This is an optimization exercise on Yosys and OpenROAD, whose aim is small area, a short achievable clock period and few clock cycles, not a production implementation.
In this exercise RTL edits were held to simulation tests only and were not proved equivalent to the original.
Power figures rest on the tool's default switching activity, not on a simulated workload.

// matrix_reg_unit
module matrix_reg_unit
(
  input  logic                    clk,
  input  logic                    rstnn,
  input  logic                    i_cmd_valid,
  input  logic [2:0]              i_cmd_op,
  input  logic [1:0]              i_cmd_row,
  input  logic [1:0]              i_cmd_col,
  input  logic [15:0]             i_cmd_data,
  output logic                    o_cmd_credit,
  input  logic                    i_row_credit,
  output logic                    o_row_valid,
  output logic [1:0]              o_row_index,
  output logic [63:0]             o_row_data
);
export LEC_CHECK = 0
export CAP_MARGIN = 20
export CORE_MARGIN = 2
export CORE_UTILIZATION = 30
export CTS_BUF_LIST = sky130_fd_sc_hd__clkbuf_16
export CTS_CLUSTER_DIAMETER = 100
export CTS_CLUSTER_SIZE = 30
export SETUP_SLACK_MARGIN = 2.0
export SLEW_MARGIN = 20
create_clock -name core_clock -period 4.0 [get_ports {clk}]
run.sh (not shown) runs the stock make flow with config.mk's settings and CLKGATE_MAP_FILE= SYNTH_SCRIPT=/design/flow/synth_recipe.tcl, a recipe that flattens the netlist after the stock synthesis.
Testbench counts at the start, summed over its fixed seeds: cycles 4,600.
Change:
--- a/flow/design.v
+++ b/flow/design.v
@@ -248,74 +248,72 @@
                 : going  ? sel_go
                 :          {2'd0, sel_oh(s0_u)};
   assign sel_n  = going  ? sel_go : {2'd0, sel_oh(s0)};
   always_ff @(posedge clk or negedge rstnn)
   begin
     if (!rstnn)
     begin
       m_t         <= 1'b0;
       m_a         <= '0;
       m_b         <= '0;
       rd_active   <= 1'b0;
+      rd_last     <= 1'b0;
+      r_t         <= 1'b0;
+      same_t      <= 1'b1;
       r_left      <= '0;
+      r_cur       <= '0;
       rc_cnt      <= '0;
       has_credit  <= 1'b0;
       has_credit2 <= 1'b0;
+      blk         <= '0;
+      busy        <= 1'b0;
+      sel         <= {2'd0, 20'h11111};
       s0          <= '0;
     end
     else
     begin
       if (exec)
       begin
         m_t         <= u_t;
         m_a         <= u_a;
         m_b         <= u_b;
         s0          <= s0_u;
         rd_active   <= act_x;
+        rd_last     <= last_x;
+        same_t      <= st_x;
         r_left      <= left_x;
+        r_cur       <= cur_x;
         rc_cnt      <= rc_x;
         has_credit  <= hc_x;
         has_credit2 <= hc2_x;
+        blk         <= blk_x;
+        busy        <= busy_x;
+        sel         <= sel_x;
+        if (h_read)
+          r_t <= m_t;
       end
       else
       begin
         rd_active   <= act_c;
+        rd_last     <= last_c;
         r_left      <= left_c;
+        r_cur       <= cur_c;
         rc_cnt      <= rc_n;
         has_credit  <= hc_n;
         has_credit2 <= hc2_n;
+        blk         <= blk_n;
+        busy        <= busy_n;
+        sel         <= sel_n;
       end
     end
   end
-  always_ff @(posedge clk)
-  begin
-    if (exec)
-    begin
-      rd_last <= last_x;
-      same_t  <= st_x;
-      r_cur   <= cur_x;
-      blk     <= blk_x;
-      busy    <= busy_x;
-      sel     <= sel_x;
-      if (h_read)
-        r_t <= m_t;
-    end
-    else
-    begin
-      rd_last <= last_c;
-      r_cur   <= cur_c;
-      blk     <= blk_n;
-      busy    <= busy_n;
-      sel     <= sel_n;
-    end
-  end
   always_ff @(posedge clk or negedge rstnn)
   begin
     if (!rstnn)
       h_valid <= 1'b0;
     else if (exec || !h_valid)
       h_valid <= q_ne;
   end
   always_ff @(posedge clk)
   begin
     if (exec || !h_valid)
     begin
Result:
- register-to-register slack stays flat
- worst hold slack improved by 0.24 ns
- clock skew rose by 0.0070 ns
- final cell count hardly moves
- area after synthesis falls by 0.32%
- setup slack got worse by 0.0092 ns
- first-iteration DRC count came out higher by 1.9%
- sequential power goes up by about 2%
- routed wire length goes down by 6.0%
- clock-buffer cell count stays the same
- design area went up by 0.94%
- via count drops by 2.3%
- critical path depth came out higher by 1
Testbench counts after the change, summed over its fixed seeds: cycles 4,600.

---

## 04-17
Another version of the RTL of matrix_reg_unit (not shown whole).
Size in the first run: about 530 flip-flops, ~95 I/O pins.
clock: 4.0 ns
lec_check: 0
cap_margin: 20
core_margin: 2
core_utilization: 30
cts_buf_list: sky130_fd_sc_hd__clkbuf_16
cts_cluster_diameter: 100
cts_cluster_size: 30
setup_slack_margin: 2.0
slew_margin: 20
Testbench counts of 04-17, summed over its fixed seeds: cycles 4,600.
Modified inputs, 05-22 compared to 04-17
--- a/flow/design.v
+++ b/flow/design.v
@@ -148,16 +148,12 @@
   begin
     for (int i = 0; i < 3; i++)
       if (i_cmd_valid && q_wr[i])
         q_mem[i] <= {i_cmd_op, i_cmd_row, i_cmd_col, i_cmd_data};
   end
   logic h_load;
-  logic [1:0] q_cnt_inc;
-  logic [1:0] q_cnt_dec;
-  assign q_cnt_inc = q_cnt + {1'b0, i_cmd_valid};
-  assign q_cnt_dec = q_cnt + {1'b0, i_cmd_valid} - 2'd1;
   assign h_load = exec ? q_ne : (q_ne && !h_valid);
   always_ff @(posedge clk or negedge rstnn)
   begin
     if (!rstnn)
     begin
       q_wr         <= 3'b001;
@@ -168,13 +164,13 @@
     else
     begin
       if (i_cmd_valid)
         q_wr <= {q_wr[1:0], q_wr[2]};
       if (h_load)
         q_rd <= {q_rd[1:0], q_rd[2]};
-      q_cnt        <= (exec ? q_ne : (q_ne && !h_valid)) ? q_cnt_dec : q_cnt_inc;
+      q_cnt        <= q_cnt + {1'b0, i_cmd_valid} - {1'b0, h_load};
       o_cmd_credit <= exec;
     end
   end
   logic [3:0] left_c;       
   logic [3:0] cur_c;
   logic       act_c;
@@ -210,40 +206,29 @@
   end
   logic [2:0] rc_sum;
   logic [2:0] rc_x, rc_n;
   logic       hc_x, hc_n, hc2_x, hc2_n;
   logic       cap_x;
   logic       s_gt0, s_gt1, s_gt2;
-  logic       hc_x0, hc_n0, hc2_x0, hc2_n0, hc_x1, hc_n1, hc2_x1, hc2_n1;
   assign cap_x  = cap_cont || (h_read && cap_new_ok);
   assign rc_sum = rc_cnt + {2'b0, i_row_credit};
   assign rc_n   = rc_sum - {2'b0, cap_cont};
   assign rc_x   = rc_sum - {2'b0, cap_x};
   assign s_gt0  = has_credit || i_row_credit;
   assign s_gt1  = has_credit2 || (has_credit && i_row_credit);
   assign s_gt2  = (rc_cnt > 3'd2) || (has_credit2 && i_row_credit);
   assign hc_n   = cap_cont ? s_gt1 : s_gt0;
   assign hc2_n  = cap_cont ? s_gt2 : s_gt1;
   assign hc_x   = cap_x ? s_gt1 : s_gt0;
   assign hc2_x  = cap_x ? s_gt2 : s_gt1;
-  assign hc_n0  = cap_cont ? has_credit2 : has_credit;
-  assign hc2_n0 = cap_cont ? (rc_cnt > 3'd2) : has_credit2;
-  assign hc_x0  = cap_x ? has_credit2 : has_credit;
-  assign hc2_x0 = cap_x ? (rc_cnt > 3'd2) : has_credit2;
-  assign hc_n1  = cap_cont ? has_credit : 1'b1;
-  assign hc2_n1 = cap_cont ? has_credit2 : has_credit;
-  assign hc_x1  = cap_x ? has_credit : 1'b1;
-  assign hc2_x1 = cap_x ? has_credit2 : has_credit;
   logic [3:0] blk_x, blk_n;
   logic       busy_x, busy_n;
-  assign blk_x  = i_row_credit ? blocked(act_x, hc_x1, hc2_x1, left_x, cur_x)
-                                : blocked(act_x, hc_x0, hc2_x0, left_x, cur_x);
-  assign blk_n  = i_row_credit ? blocked(act_c, hc_n1, hc2_n1, left_c, cur_c)
-                                : blocked(act_c, hc_n0, hc2_n0, left_c, cur_c);
-  assign busy_x = i_row_credit ? (act_x && !(hc_x1 && last_x)) : (act_x && !(hc_x0 && last_x));
-  assign busy_n = i_row_credit ? (act_c && !(hc_n1 && last_c)) : (act_c && !(hc_n0 && last_c));
+  assign blk_x  = blocked(act_x, hc_x, hc2_x, left_x, cur_x);
+  assign blk_n  = blocked(act_c, hc_n, hc2_n, left_c, cur_c);
+  assign busy_x = act_x && !(hc_x && last_x);
+  assign busy_n = act_c && !(hc_n && last_c);
   logic [11:0] sel_inc;
   logic [11:0] sel_go;      
   logic [11:0] sel_x;
   logic [11:0] sel_n;
   logic        going;       
   always_comb
### Flow results
Between 05-22 and 04-17, the final critical-path setup slack does not differ in any meaningful way. Looking at share of post-route cells with drive strength above 1 across 05-22 and 04-17, the one that comes out higher is 04-17. Relative to 04-17, simple-gate portion of the synthesized area has gone down in 05-22. [compare] base=04-17 new=05-22: register-to-register path setup slack has remained practically unchanged; global-route usage lost 0.25 points. Taking 04-17 as the reference, in 05-22 routed wire length shows a reduction of about 2.2%; path depth of the worst reg2reg path -1; leakage dissipation shows a reduction of 0.57 nW; area share of xor/xnor cells in the synthesized design essentially unchanged; data arrival time of the critical path ~0 delta. In 05-22, via count is lower than in 04-17. The non-filler instance count after layout in 05-22 sits about 3.2% below the value recorded for 04-17. Of 05-22 and 04-17, the lower total iterations of the first detailed-routing run belongs to 04-17. 05-22 vs 04-17, area growth from synthesis to layout went down by 2.2 points.
Testbench counts of 05-22, summed over its fixed seeds: cycles 4,600.

-- re-timing with driven ports --
Ports are ideal in the flow. The routed layouts listed here were re-timed in OpenROAD.
Step 1 (the two cells are an assumption about what drives the block):
set clk [get_ports {clk}]
set_driving_cell -lib_cell sky130_fd_sc_hd__clkbuf_16 $clk
set_driving_cell -lib_cell sky130_fd_sc_hd__buf_2 [delete_from_list [all_inputs] $clk]
Step 2, shift: input delay + t, output delay - t, t = (earliest + latest rising clock arrival at the registers) / 2. This alone moves slack from input paths to output paths.
Slacks: no drivers / after step 1 / after step 2; pairs: no drivers / after step 1.
run | shift t [ns] | setup WS [ns] | worst setup path at the end | slew at the worst register clock pin (ns)
the first run of note 1 | 0.625 | 1.936 / 1.936 / 1.480 | input to register | 0.12 / 0.12
the second run of note 1 | 0.617 | 1.927 / 1.927 / 1.724 | input to register | 0.11 / 0.11
04-17 | 0.637 | 1.851 / 1.851 / 1.761 | input to register | 0.11 / 0.11
05-22 | 0.638 | 1.849 / 1.849 / 1.672 | input to register | 0.12 / 0.12
After both steps every run listed still meets setup and hold. The setup slack of the first run of note 1, which loses most, moves by 0.000 ns with the drivers and by -0.456 ns with both steps.
